Source: an optimization exercise on an open RTL-to-GDS flow (aim: small area). Production flows keep margins and buffers that such runs may drop. The RTL was checked by simulation tests, not by an equivalence proof against the original design. Power figures rest on the tool's default switching activity, not on a simulated workload.

==> flow/design.v (excerpt) <==
module bpred_top (
  input  logic        clk,
  input  logic        rstN,
  input  logic        stall,
  input  logic        flush,
  input  logic        fetchValid,
  input  logic [31:0] pcF,
  output logic        predValidF,
  output logic [31:0] predNextPcF,
  output logic [3:0]  predClassF,
  output logic        predDirTakenF,
  input  logic        resolveValidE,
  input  logic [31:0] resolvePcE,
  input  logic [3:0]  resolveClassE,
  input  logic        resolveTakenE,
  input  logic [31:0] resolveTargetE,
  output logic        bpWrongE,
  output logic [31:0] pcCorrectE,
  output logic [2:0]  reportM
);
Size: about 4000 cells after synthesis, ~1300 flip-flops, ~180 I/O pins.
clock: 8.0 ns
lec_check: 0
cap_margin: 10
core_margin: 2
core_utilization: 55
cts_buf_list: sky130_fd_sc_hd__clkbuf_8
cts_cluster_diameter: 50
cts_cluster_size: 16
setup_slack_margin: 0.2
slew_margin: 10
standard.sh (not shown) runs the stock make flow with config.mk's settings and CLKGATE_MAP_FILE= SYNTH_SCRIPT=/design/flow/synth_recipe.tcl, a recipe that flattens the netlist after the stock synthesis.
==> flow/flow/run.sh <==
#!/bin/bash
# Standard ORFS layout with smaller port buffers and no CTS dummy loads.
set -euo pipefail
bash standard.sh \
  BUFFER_PORTS_ARGS="-buffer_cell sky130_fd_sc_hd__buf_1" \
  CTS_ARGS="-sink_clustering_enable -repair_clock_nets -dont_use_dummy_load -buf_list sky130_fd_sc_hd__clkbuf_8 -sink_clustering_size 16 -sink_clustering_max_diameter 50" \
  finish > standard_run.log 2>&1
Then changed:
==> flow/flow/run.sh (replaced) <==
#!/bin/bash
# Standard ORFS layout with smaller port buffers and no CTS dummy loads.
set -euo pipefail
bash standard.sh \
  BUFFER_PORTS_ARGS="-buffer_cell sky130_fd_sc_hd__buf_1" \
  CTS_ARGS="-sink_clustering_enable -repair_clock_nets -dont_use_dummy_load -buf_list sky130_fd_sc_hd__clkbuf_8 -sink_clustering_size 12 -sink_clustering_max_diameter 50" \
  finish > standard_run.log 2>&1
Settings changed: CAP_MARGIN 10 to 20, CORE_UTILIZATION 55 to 45, CTS_CLUSTER_SIZE 16 to 12, SLEW_MARGIN 10 to 20.
The changed run went through all stages and came out clean.
Wire length went up by about 4%.
Cell count increases by 7.0%.
Count of clock-buffer cells in the layout goes up by 10.
Worst setup slack got worse by 0.13 ns.
Fmax falls by 1.6%.
Non-clock buffer count is higher by 28.
Register-to-register slack improved by 0.70 ns.

========
Setup of main:
Starting RTL as in the previous note.
export LEC_CHECK = 0
export CAP_MARGIN = 20
export CORE_MARGIN = 2
export CORE_UTILIZATION = 45
export CTS_BUF_LIST = sky130_fd_sc_hd__clkbuf_8
export CTS_CLUSTER_DIAMETER = 50
export CTS_CLUSTER_SIZE = 12
export SETUP_SLACK_MARGIN = 0.2
export SLEW_MARGIN = 20
create_clock -name core_clock -period 8.0 [get_ports {clk}]
run.sh (not shown) runs the stock make flow with config.mk's settings and CLKGATE_MAP_FILE= SYNTH_SCRIPT=/design/flow/synth_recipe.tcl, a recipe that flattens the netlist after the stock synthesis.
Stock flow here: none of the scripts above is used.
diff inputs: main => the feature branch
--- a/flow/config.mk
+++ b/flow/config.mk
@@ -7,3 +7,3 @@
 export LEC_CHECK = 0
-export CAP_MARGIN = 20
+export CAP_MARGIN = 5
 export CORE_MARGIN = 2
@@ -12,4 +12,4 @@
 export CTS_CLUSTER_DIAMETER = 50
-export CTS_CLUSTER_SIZE = 12
+export CTS_CLUSTER_SIZE = 16
 export SETUP_SLACK_MARGIN = 0.2
-export SLEW_MARGIN = 20
+export SLEW_MARGIN = 5
[summary]
- main → the feature branch: clock tree buffer count of the final layout went down, internal cell power up about 2.7%, hold slack increased by 0.0070 ns relative to the old numbers.
- In the feature branch, the transition time of the tightest slew-check pin came out 0.14 ns above the value in main.
- Multi-input gate share of the layout cell area essentially unchanged between main and the feature branch.
- Total count of hold-check failures in the final report came out exactly the same in the feature branch and main.

========
== ember ==
bpred_top, a different RTL version from the one above (not shown whole).
Size: roughly 1,300 flip-flops, roughly 180 I/O pins, about 56,000 um^2 of cells after synthesis.
clock: 8.0 ns
lec_check: 0
cap_margin: 10
core_margin: 2
core_utilization: 65
cts_buf_list: sky130_fd_sc_hd__clkbuf_8
cts_cluster_diameter: 70
cts_cluster_size: 16
setup_slack_margin: 0.2
slew_margin: 10
synth_hierarchical: 1
synth_minimum_keep_size: 0
standard.sh (not shown) runs the stock make flow with config.mk's settings and CLKGATE_MAP_FILE= SYNTH_SCRIPT=/design/flow/synth_recipe.tcl, a recipe that flattens the netlist after the stock synthesis.
==> flow/flow/run.sh <==
#!/bin/bash
# Standard ORFS layout with smaller port buffers and no CTS dummy loads.
set -euo pipefail
bash standard.sh \
  BUFFER_PORTS_ARGS="-buffer_cell sky130_fd_sc_hd__buf_1" \
  CTS_ARGS="-sink_clustering_enable -repair_clock_nets -dont_use_dummy_load -buf_list sky130_fd_sc_hd__clkbuf_8 -sink_clustering_size 16 -sink_clustering_max_diameter 70" \
  finish > standard_run.log 2>&1
ember: PASS, flow complete, no timing, DRC or antenna violations
[inputs] garnet vs ember
- CORE_UTILIZATION: 65 -> 55
- SYNTH_HIERARCHICAL: 1 -> unset
- SYNTH_MINIMUM_KEEP_SIZE: 0 -> unset
Results
ember -> garnet: count of distinct cell types in the synthesized netlist increased by more than 10%. Against ember, the final cell area of garnet is higher. Synthesized cell count (garnet over ember): increase, 306. Period utilization: garnet > ember. Number of inserted filler cells in the final layout ended up about 37% higher on garnet than on ember. Chip width: higher on garnet. For the die area, garnet came in about 20% higher than ember did. garnet vs. ember: number of vias after detailed routing saw an increase; maximum number of pins on one net before global-route repair saw a decrease; proportion of power drawn by combinational gates saw a decrease.
Changes in raven relative to garnet:
- changing CTS_CLUSTER_SIZE from 16 to 18
- setting SYNTH_MINIMUM_KEEP_SIZE to 0 for the first time
- setting SYNTH_HIERARCHICAL to 1 for the first time
==> flow/flow/run.sh <==
#!/bin/bash
# Standard ORFS layout with smaller port buffers and no CTS dummy loads.
set -euo pipefail
bash standard.sh \
  BUFFER_PORTS_ARGS="-buffer_cell sky130_fd_sc_hd__buf_1" \
  CTS_ARGS="-sink_clustering_enable -repair_clock_nets -dont_use_dummy_load -buf_list sky130_fd_sc_hd__clkbuf_8 -sink_clustering_size 18 -sink_clustering_max_diameter 70" \
  finish > standard_run.log 2>&1
Findings:
Lower share of power burned in combinational logic goes to garnet over raven.
Against garnet, raven comes in 7.1 points lower on global-route track usage on met1.
Taking garnet as 1.0, raven lands at 0.878 on layout multi-input combinational cell count.
Diff garnet -> raven | utilization after layout | decrease of 1.3 points
The relative contribution of the clock network to total power reported for raven is smaller than that of garnet by 1.0 points.

========
Setup of rev 12:
bpred_top again, from the RTL that the note above started with.
clock: 8.0 ns
lec_check: 0
cap_margin: 10
core_margin: 2
core_utilization: 65
cts_buf_list: sky130_fd_sc_hd__clkbuf_8
cts_cluster_diameter: 60
cts_cluster_size: 16
setup_slack_margin: 0.2
slew_margin: 10
==> flow/flow/run.sh <==
#!/bin/bash
# Standard ORFS layout with smaller port buffers and no CTS dummy loads.
set -euo pipefail
bash standard.sh \
  BUFFER_PORTS_ARGS="-buffer_cell sky130_fd_sc_hd__buf_1" \
  CTS_ARGS="-sink_clustering_enable -repair_clock_nets -dont_use_dummy_load -buf_list sky130_fd_sc_hd__clkbuf_8 -sink_clustering_size 16 -sink_clustering_max_diameter 60" \
  finish > standard_run.log 2>&1
diff inputs: rev 12 => rev 13
- CORE_UTILIZATION now 55, was 65
- SYNTH_MINIMUM_KEEP_SIZE now 0, previously not set
- SYNTH_HIERARCHICAL now 1, previously not set
- CTS_CLUSTER_DIAMETER now 70, was 60
==> flow/flow/run.sh <==
#!/bin/bash
# Standard ORFS layout with smaller port buffers and no CTS dummy loads.
set -euo pipefail
bash standard.sh \
  BUFFER_PORTS_ARGS="-buffer_cell sky130_fd_sc_hd__buf_1" \
  CTS_ARGS="-sink_clustering_enable -repair_clock_nets -dont_use_dummy_load -buf_list sky130_fd_sc_hd__clkbuf_8 -sink_clustering_size 16 -sink_clustering_max_diameter 70" \
  finish > standard_run.log 2>&1
Results
Rev 13 | status: complete | timing, DRC, antenna: pass
Sort rev 13 and rev 12 by post-synthesis simple-gate area fraction, descending, and rev 12 comes first.
Rev 13 vs rev 12 — share of final layout cell area taken by non-clock buffers dropped 0.45 points.
Register clock-pin slew on the reported worst setup and hold paths delta (rev 13 -> rev 12): insignificant

========
== trial 4 ==
bpred_top, a different RTL version from the one above (not shown whole).
For scale: about 1300 flip-flops, ~180 I/O pins, ~0.055 sq mm of cells after synthesis.
export LEC_CHECK = 0
export CAP_MARGIN = 10
export CORE_MARGIN = 2
export CORE_UTILIZATION = 65
export CTS_BUF_LIST = sky130_fd_sc_hd__clkbuf_8
export CTS_CLUSTER_DIAMETER = 70
export CTS_CLUSTER_SIZE = 16
export SETUP_SLACK_MARGIN = 0.2
export SLEW_MARGIN = 10
export SYNTH_HIERARCHICAL = 1
export SYNTH_MINIMUM_KEEP_SIZE = 0
create_clock -name core_clock -period 8.0 [get_ports {clk}]
==> flow/flow/run.sh <==
#!/bin/bash
# Standard ORFS layout with smaller port buffers and no CTS dummy loads.
set -euo pipefail
bash standard.sh \
  BUFFER_PORTS_ARGS="-buffer_cell sky130_fd_sc_hd__buf_1" \
  CTS_ARGS="-sink_clustering_enable -repair_clock_nets -dont_use_dummy_load -buf_list sky130_fd_sc_hd__clkbuf_8 -sink_clustering_size 16 -sink_clustering_max_diameter 70" \
  finish > standard_run.log 2>&1
The inputs of build 63 differ from those of trial 4 as listed below.
- swapping 65 for 55 in CORE_UTILIZATION
--- outcome ---
Routed metal-1 wire length delta for build 63 relative to trial 4: 8700 um higher. Power: build 63 draws more than trial 4. Looking at number of cells on the critical path across build 63 and trial 4, the one that comes out lower is build 63. Final area deteriorates in build 63 relative to trial 4. Remaining global-route overflow: build 63 vs trial 4 identical. Die extent in y grows by a little under 10% when moving from trial 4 to build 63. Result for build 63 and trial 4: all clean. Trial 4 → build 63: starting density of the core shrank by 10 points, worst path setup slack after routing now larger, non-clock buffer count lower. Final wirelength, build 63 and trial 4, lower one = trial 4.

afterwards: timing with drivers on the ports:
The flow's constraints put no driver on any port. The routed layouts listed below were extracted and timed again, unchanged, in two steps.
Step 1, drivers: a clkbuf_16 drives clk and a buf_2 each remaining input, both assumed.
Step 2 adds t to the input delays and takes it off the output delays; t is the mean of the earliest and latest rising clock arrival at the registers after step 1. Input paths then give back, and output paths get back, about the clock's delay inside the block.
a / b / c = ideal / step 1 / step 2; a / b = the first two.
| run | t, ns | setup slack, ns | hold slack, ns | worst setup path at the end | worst register clock-pin slew, ns |
|---|---|---|---|---|---|
| the first run of note 1 | 0.904 | 0.276 / 0.249 / 0.249 | 0.427 / 0.427 / 0.427 | input to output | 0.10 / 0.10 |
| the second run of note 1 | 0.940 | 0.149 / 0.126 / 0.126 | 0.418 / 0.418 / 0.418 | input to output | 0.09 / 0.09 |
| main | 0.978 | 0.228 / 0.121 / 0.121 | 0.420 / 0.420 / 0.420 | input to output | 0.09 / 0.09 |
| the feature branch | 0.977 | 0.220 / 0.129 / 0.129 | 0.427 / 0.427 / 0.427 | input to output | 0.10 / 0.10 |
| ember | 0.822 | 0.280 / 0.218 / 0.218 | 0.419 / 0.419 / 0.419 | input to output | 0.11 / 0.11 |
| garnet | 0.839 | 0.245 / 0.220 / 0.220 | 0.421 / 0.421 / 0.421 | input to output | 0.11 / 0.11 |
| raven | 0.838 | 0.311 / 0.282 / 0.282 | 0.427 / 0.427 / 0.427 | input to output | 0.12 / 0.12 |
| rev 12 | 0.825 | 0.285 / 0.253 / 0.253 | 0.411 / 0.411 / 0.411 | input to output | 0.11 / 0.11 |
| rev 13 | 0.847 | 0.281 / 0.253 / 0.253 | 0.419 / 0.419 / 0.419 | input to output | 0.11 / 0.11 |
| trial 4 | 0.843 | 0.283 / 0.253 / 0.253 | 0.413 / 0.413 / 0.413 | input to output | 0.11 / 0.11 |
| build 63 | 0.831 | 0.381 / 0.235 / 0.235 | 0.428 / 0.428 / 0.428 | input to output | 0.11 / 0.11 |
After both steps every run listed still meets setup and hold. The setup slack of build 63, which loses most, moves by -0.146 ns with the drivers and by -0.146 ns with both steps.
